Source: an optimization exercise on an open RTL-to-GDS flow (aim: a short achievable clock period). Production flows keep margins and buffers that such runs may drop. Only simulation tests tie the RTL to the original design; equivalence was not proved. No driver is modelled on the clock port, so clocking that relies on it looks cheaper here than on a real chip. Power is estimated from default activity; no workload was simulated.

Setup of red:
// mem_stage
module mem_stage #(
    parameter int DEPTH  = 256,
    parameter int ADDR_W = 8
) (
    input  logic        clk,
    input  logic        rst,
    input  logic [37:0] pipeline_reg_in,
    input  logic        stall,
    output logic [36:0] pipeline_reg_out,
    output logic [2:0]  mem_op_dest,
    output logic        mem_wb_en,
    output logic [15:0] store_count,
    output logic        mem_addr_err
);
==> flow/config.mk <==
export PLATFORM = sky130hd
export DESIGN_NAME = mem_stage
export DESIGN_NICKNAME = mem_stage
export VERILOG_FILES = /design/flow/design.v
export SDC_FILE = /design/flow/constraint.sdc
export NUM_CORES = 4
export LEC_CHECK = 0
export ABC_CLOCK_PERIOD_IN_PS = 2500
export CAP_MARGIN = 20
export CORE_MARGIN = 2
export CORE_UTILIZATION = 40
export SLEW_MARGIN = 20
==> flow/constraint.sdc <==
create_clock -name core_clock -period 6.0 [get_ports {clk}]
set_input_delay 1.2000 -clock core_clock [delete_from_list [all_inputs] [get_ports {clk}]]
set_output_delay 1.2000 -clock core_clock [all_outputs]
set_load 0.01 [all_outputs]
standard.sh (not shown) runs the stock make flow with config.mk's settings and CLKGATE_MAP_FILE= SYNTH_SCRIPT=/design/flow/synth_recipe.tcl, a recipe that flattens the netlist after the stock synthesis.
==> flow/flow/run.sh <==
#!/bin/bash
set -euo pipefail
M=${MARGIN:-3.3}
bash standard.sh synth > synth.log 2>&1
bash standard.sh SETUP_SLACK_MARGIN=0 floorplan > floorplan.log 2>&1
bash standard.sh SETUP_SLACK_MARGIN=0 place > place.log 2>&1
bash standard.sh SETUP_SLACK_MARGIN=$M TNS_END_PERCENT=5 cts > cts.log 2>&1
bash standard.sh SETUP_SLACK_MARGIN=$M TNS_END_PERCENT=5 route > route.log 2>&1
bash standard.sh SETUP_SLACK_MARGIN=$M finish > finish.log 2>&1
Every stage of the flow completed for red, and the final layout passed the timing, design-rule and antenna checks.
> inputs changed (red -> blue)
==> flow/flow/run.sh <==
#!/bin/bash
set -euo pipefail
M=${MARGIN:-3.3}
F="MATCH_CELL_FOOTPRINT=0"
H="POST_CTS_TCL=$PWD/flow/post_cts.tcl"
export EXTRA_MARGINS="2.9 3.1 3.3"
bash standard.sh synth > synth.log 2>&1
bash standard.sh $F SETUP_SLACK_MARGIN=0 floorplan > floorplan.log 2>&1
bash standard.sh $F SETUP_SLACK_MARGIN=0 place > place.log 2>&1
bash standard.sh $F "$H" SETUP_SLACK_MARGIN=$M TNS_END_PERCENT=5 cts > cts.log 2>&1
bash standard.sh $F SETUP_SLACK_MARGIN=$M TNS_END_PERCENT=5 route > route.log 2>&1
bash standard.sh $F SETUP_SLACK_MARGIN=$M finish > finish.log 2>&1
==> flow/flow/post_cts.tcl (new file) <==
# Extra setup repair after CTS (sourced by ORFS's cts.tcl through POST_CTS_TCL).
# The port buffers that buffer_ports inserts are delay-cell sized; give them a
# plain buffer first, then repair setup in rounds of rising margin so that each
# round works on the paths that are worst at that point.
foreach inst [get_cells -quiet {input* output*}] {
  set ref [get_property $inst ref_name]
  if {[string match "sky130_fd_sc_hd__clkdlybuf*" $ref] || [string match "sky130_fd_sc_hd__dlymetal*" $ref]
      || [string match "sky130_fd_sc_hd__dlygate*" $ref] || [string match "sky130_fd_sc_hd__buf_1" $ref]} {
    replace_cell $inst sky130_fd_sc_hd__buf_8
  }
}
estimate_parasitics -placement
report_worst_slack -max
foreach m $::env(EXTRA_MARGINS) {
  repair_timing -setup -setup_margin $m -repair_tns 100 -max_passes 200 -verbose
  report_worst_slack -max
}
set result [catch { detailed_placement } msg]
if { $result != 0 } {
  error "Detailed placement failed after extra repair: $msg"
}
check_placement -verbose
estimate_parasitics -placement
report_worst_slack -max
Notes after the runs:
[diff] routed wire length, blue relative to red: regression. Compared with red, blue shows fmax that has gone up by a few percent. As far as post-detailed-placement half-perimeter wirelength is concerned, red and blue perform about the same.
diff inputs: blue => green
==> flow/run.sh (new file) <==
#!/bin/bash
# synth_recipe.tcl (not shown) runs the flow's synth.tcl, then flattens the netlist and writes it again
# the make line also repeats each setting of config.mk as NAME=value (left out here)
make -C /OpenROAD-flow-scripts/flow DESIGN_CONFIG=/design/flow/config.mk WORK_HOME=/design/flow/orfs CLKGATE_MAP_FILE= SYNTH_SCRIPT=/design/flow/synth_recipe.tcl finish
--- a/flow/config.mk
+++ b/flow/config.mk
@@ -6,5 +6,4 @@
 export NUM_CORES = 4
 export LEC_CHECK = 0
-export ABC_CLOCK_PERIOD_IN_PS = 2500
 export CAP_MARGIN = 20
 export CORE_MARGIN = 2
removed: flow/flow/run.sh
removed: flow/flow/post_cts.tcl
removed: flow/standard.sh
### Flow results
Average vias per placed instance went down slightly going from blue to green. Core utilization, blue and green, higher one = blue. Against blue, static leakage in green fell by a few percent.
Here is what was changed in the inputs of orange compared with green.
==> flow/flow/run.sh (new file) <==
#!/bin/bash
set -euo pipefail
M=${MARGIN:-3.3}
F="MATCH_CELL_FOOTPRINT=0"
bash standard.sh synth > synth.log 2>&1
bash standard.sh $F SETUP_SLACK_MARGIN=0 floorplan > floorplan.log 2>&1
bash standard.sh $F SETUP_SLACK_MARGIN=0 place > place.log 2>&1
bash standard.sh $F SETUP_SLACK_MARGIN=$M TNS_END_PERCENT=5 cts > cts.log 2>&1
bash standard.sh $F SETUP_SLACK_MARGIN=$M TNS_END_PERCENT=5 route > route.log 2>&1
bash standard.sh $F SETUP_SLACK_MARGIN=$M finish > finish.log 2>&1
==> flow/standard.sh (new file) <==
#!/bin/bash
# synth_recipe.tcl (not shown) runs the flow's synth.tcl, then flattens the netlist and writes it again
# the make line also repeats each setting of config.mk as NAME=value (left out here)
make -C /OpenROAD-flow-scripts/flow DESIGN_CONFIG=/design/flow/config.mk WORK_HOME=/design/flow/orfs CLKGATE_MAP_FILE= SYNTH_SCRIPT=/design/flow/synth_recipe.tcl "${@:-finish}"
--- a/flow/config.mk
+++ b/flow/config.mk
@@ -6,4 +6,5 @@
 export NUM_CORES = 4
 export LEC_CHECK = 0
+export ABC_CLOCK_PERIOD_IN_PS = 2500
 export CAP_MARGIN = 20
 export CORE_MARGIN = 2
removed: flow/run.sh
Findings:
- Between orange and green, final critical delay including setup and external delays is higher for green, orange comes in under that.
- Summary of orange over green: routed via count went up 2.8%, total routed wire length on the met1 layer +about 5%, share of cell area taken by flip-flops and latches went down 2.0 points, post-detailed-routing wire length has increased.
- In the flow results for orange and green, the share of the cycle needed by the critical path after routing is smaller on orange.
- Higher data required time at the worst endpoint was reported by orange, not green.
- orange vs green: global-route wire length before repair up in orange

========
main:
Another version of the RTL of mem_stage (not shown whole).
Size in the first run: ~7600 cells after synthesis, roughly 4200 flip-flops, roughly 160000 um^2 of cells after synthesis.
==> flow/config.mk <==
export PLATFORM = sky130hd
export DESIGN_NAME = mem_stage
export DESIGN_NICKNAME = mem_stage
export VERILOG_FILES = /design/flow/design.v
export SDC_FILE = /design/flow/constraint.sdc
export NUM_CORES = 4
export LEC_CHECK = 0
export ABC_CLOCK_PERIOD_IN_PS = 2500
export CAP_MARGIN = 20
export CORE_MARGIN = 2
export CORE_UTILIZATION = 40
export SLEW_MARGIN = 20
==> flow/constraint.sdc <==
create_clock -name core_clock -period 6.0 [get_ports {clk}]
set_input_delay 1.2000 -clock core_clock [delete_from_list [all_inputs] [get_ports {clk}]]
set_output_delay 1.2000 -clock core_clock [all_outputs]
set_load 0.01 [all_outputs]
==> flow/flow/run.sh <==
#!/bin/bash
set -euo pipefail
M=${MARGIN:-3.3}
F="MATCH_CELL_FOOTPRINT=0"
H="POST_CTS_TCL=$PWD/flow/post_cts.tcl"
export EXTRA_MARGINS="2.9 3.1 3.3"
bash standard.sh synth > synth.log 2>&1
bash standard.sh $F SETUP_SLACK_MARGIN=0 floorplan > floorplan.log 2>&1
bash standard.sh $F SETUP_SLACK_MARGIN=0 place > place.log 2>&1
bash standard.sh $F "$H" SETUP_SLACK_MARGIN=$M TNS_END_PERCENT=5 cts > cts.log 2>&1
bash standard.sh $F SETUP_SLACK_MARGIN=$M TNS_END_PERCENT=5 route > route.log 2>&1
bash standard.sh $F SETUP_SLACK_MARGIN=$M finish > finish.log 2>&1
==> flow/flow/post_cts.tcl <==
# Extra setup repair after CTS (sourced by ORFS's cts.tcl through POST_CTS_TCL).
# The port buffers that buffer_ports inserts are delay-cell sized; give them a
# plain buffer first, then repair setup in rounds of rising margin so that each
# round works on the paths that are worst at that point.
foreach inst [get_cells -quiet {input* output*}] {
  set ref [get_property $inst ref_name]
  if {[string match "sky130_fd_sc_hd__clkdlybuf*" $ref] || [string match "sky130_fd_sc_hd__dlymetal*" $ref]
      || [string match "sky130_fd_sc_hd__dlygate*" $ref] || [string match "sky130_fd_sc_hd__buf_1" $ref]} {
    replace_cell $inst sky130_fd_sc_hd__buf_8
  }
}
estimate_parasitics -placement
report_worst_slack -max
foreach m $::env(EXTRA_MARGINS) {
  repair_timing -setup -setup_margin $m -repair_tns 100 -max_passes 200 -verbose
  report_worst_slack -max
}
set result [catch { detailed_placement } msg]
if { $result != 0 } {
  error "Detailed placement failed after extra repair: $msg"
}
check_placement -verbose
estimate_parasitics -placement
report_worst_slack -max
diff inputs: main => the feature branch
==> flow/flow/run.sh <==
#!/bin/bash
set -euo pipefail
M=${MARGIN:-3.3}
F="MATCH_CELL_FOOTPRINT=0"
export EXTRA_MARGINS="2.9 3.1 3.3"
export EXTRA_MARGINS_GRT="3.0 3.2 3.4"
bash standard.sh synth > synth.log 2>&1
bash standard.sh $F SETUP_SLACK_MARGIN=0 floorplan > floorplan.log 2>&1
bash standard.sh $F SETUP_SLACK_MARGIN=0 place > place.log 2>&1
bash standard.sh $F "POST_CTS_TCL=$PWD/flow/post_cts.tcl" SETUP_SLACK_MARGIN=$M TNS_END_PERCENT=5 cts > cts.log 2>&1
bash standard.sh $F "POST_GLOBAL_ROUTE_TCL=$PWD/flow/post_grt.tcl" SETUP_SLACK_MARGIN=$M TNS_END_PERCENT=5 route > route.log 2>&1
bash standard.sh $F SETUP_SLACK_MARGIN=$M finish > finish.log 2>&1
==> flow/flow/post_grt.tcl (new file) <==
# Extra setup repair after global routing (sourced by ORFS's global_route.tcl
# through POST_GLOBAL_ROUTE_TCL), on global-route parasitics and over every
# violating endpoint, in rounds of rising margin; then legalize and reroute the
# nets that changed.
estimate_parasitics -global_routing
report_worst_slack -max
foreach m $::env(EXTRA_MARGINS_GRT) {
  repair_timing -setup -setup_margin $m -repair_tns 100 -max_passes 200 -verbose
  report_worst_slack -max
}
global_route -start_incremental
detailed_placement
global_route -end_incremental
estimate_parasitics -global_routing
report_worst_slack -max
Results
Delta (the feature branch minus main): depth of the critical timing path with buffers and inverters included shrank by 2; combinational gate power grew by about 2%; final cell count grew by 50; power consumption held steady. Changes observed in the feature branch relative to main: final standard cell area without fillers shows an increase of 930 um^2, total internal power comparable, routed wire length essentially unchanged. There was hardly any difference in relative area of clock buffers and inverters in the final design between the feature branch and main. The feature branch vs. main: via count flat, length of routed wiring on met1 up 0.48%.

-- port drivers added, routing unchanged --
How much do the figures lean on ideal ports? The routed layouts below were timed once more, with nothing changed but the port constraints. Step 1 (the two cells are an assumption about what drives the block):
set clk [get_ports {clk}]
set_driving_cell -lib_cell sky130_fd_sc_hd__clkbuf_16 $clk
set_driving_cell -lib_cell sky130_fd_sc_hd__buf_2 [delete_from_list [all_inputs] $clk]
Step 2 adds t to the input delays and takes it off the output delays; t is the mean of the earliest and latest rising clock arrival at the registers after step 1. Input paths then give back, and output paths get back, about the clock's delay inside the block. Three values: ideal, step 1, step 2; two values: the first two.
run	shift t [ns]	setup slack, ns	hold slack, ns	clock arrival spread, ns	worst register clock-pin slew, ns
red	1.095	2.684 / 2.382 / 1.287	0.485 / 0.411 / 0.490	0.083 / 0.083	0.07 / 0.07
blue	1.086	2.839 / 2.371 / 1.285	0.443 / 0.387 / 0.517	0.072 / 0.072	0.07 / 0.07
green	1.081	1.018 / 1.081 / 0.001	0.494 / 0.494 / 0.494	0.074 / 0.073	0.07 / 0.07
orange	1.100	2.804 / 2.352 / 1.252	0.466 / 0.416 / 0.490	0.078 / 0.078	0.07 / 0.07
main	1.107	2.784 / 2.627 / 1.520	0.302 / 0.240 / 0.495	0.083 / 0.083	0.07 / 0.07
the feature branch	1.107	2.815 / 2.625 / 1.517	0.304 / 0.240 / 0.494	0.079 / 0.079	0.07 / 0.07
After both steps every run listed still meets setup and hold. The setup slack of blue, which loses most, moves by -0.468 ns with the drivers and by -1.554 ns with both steps.
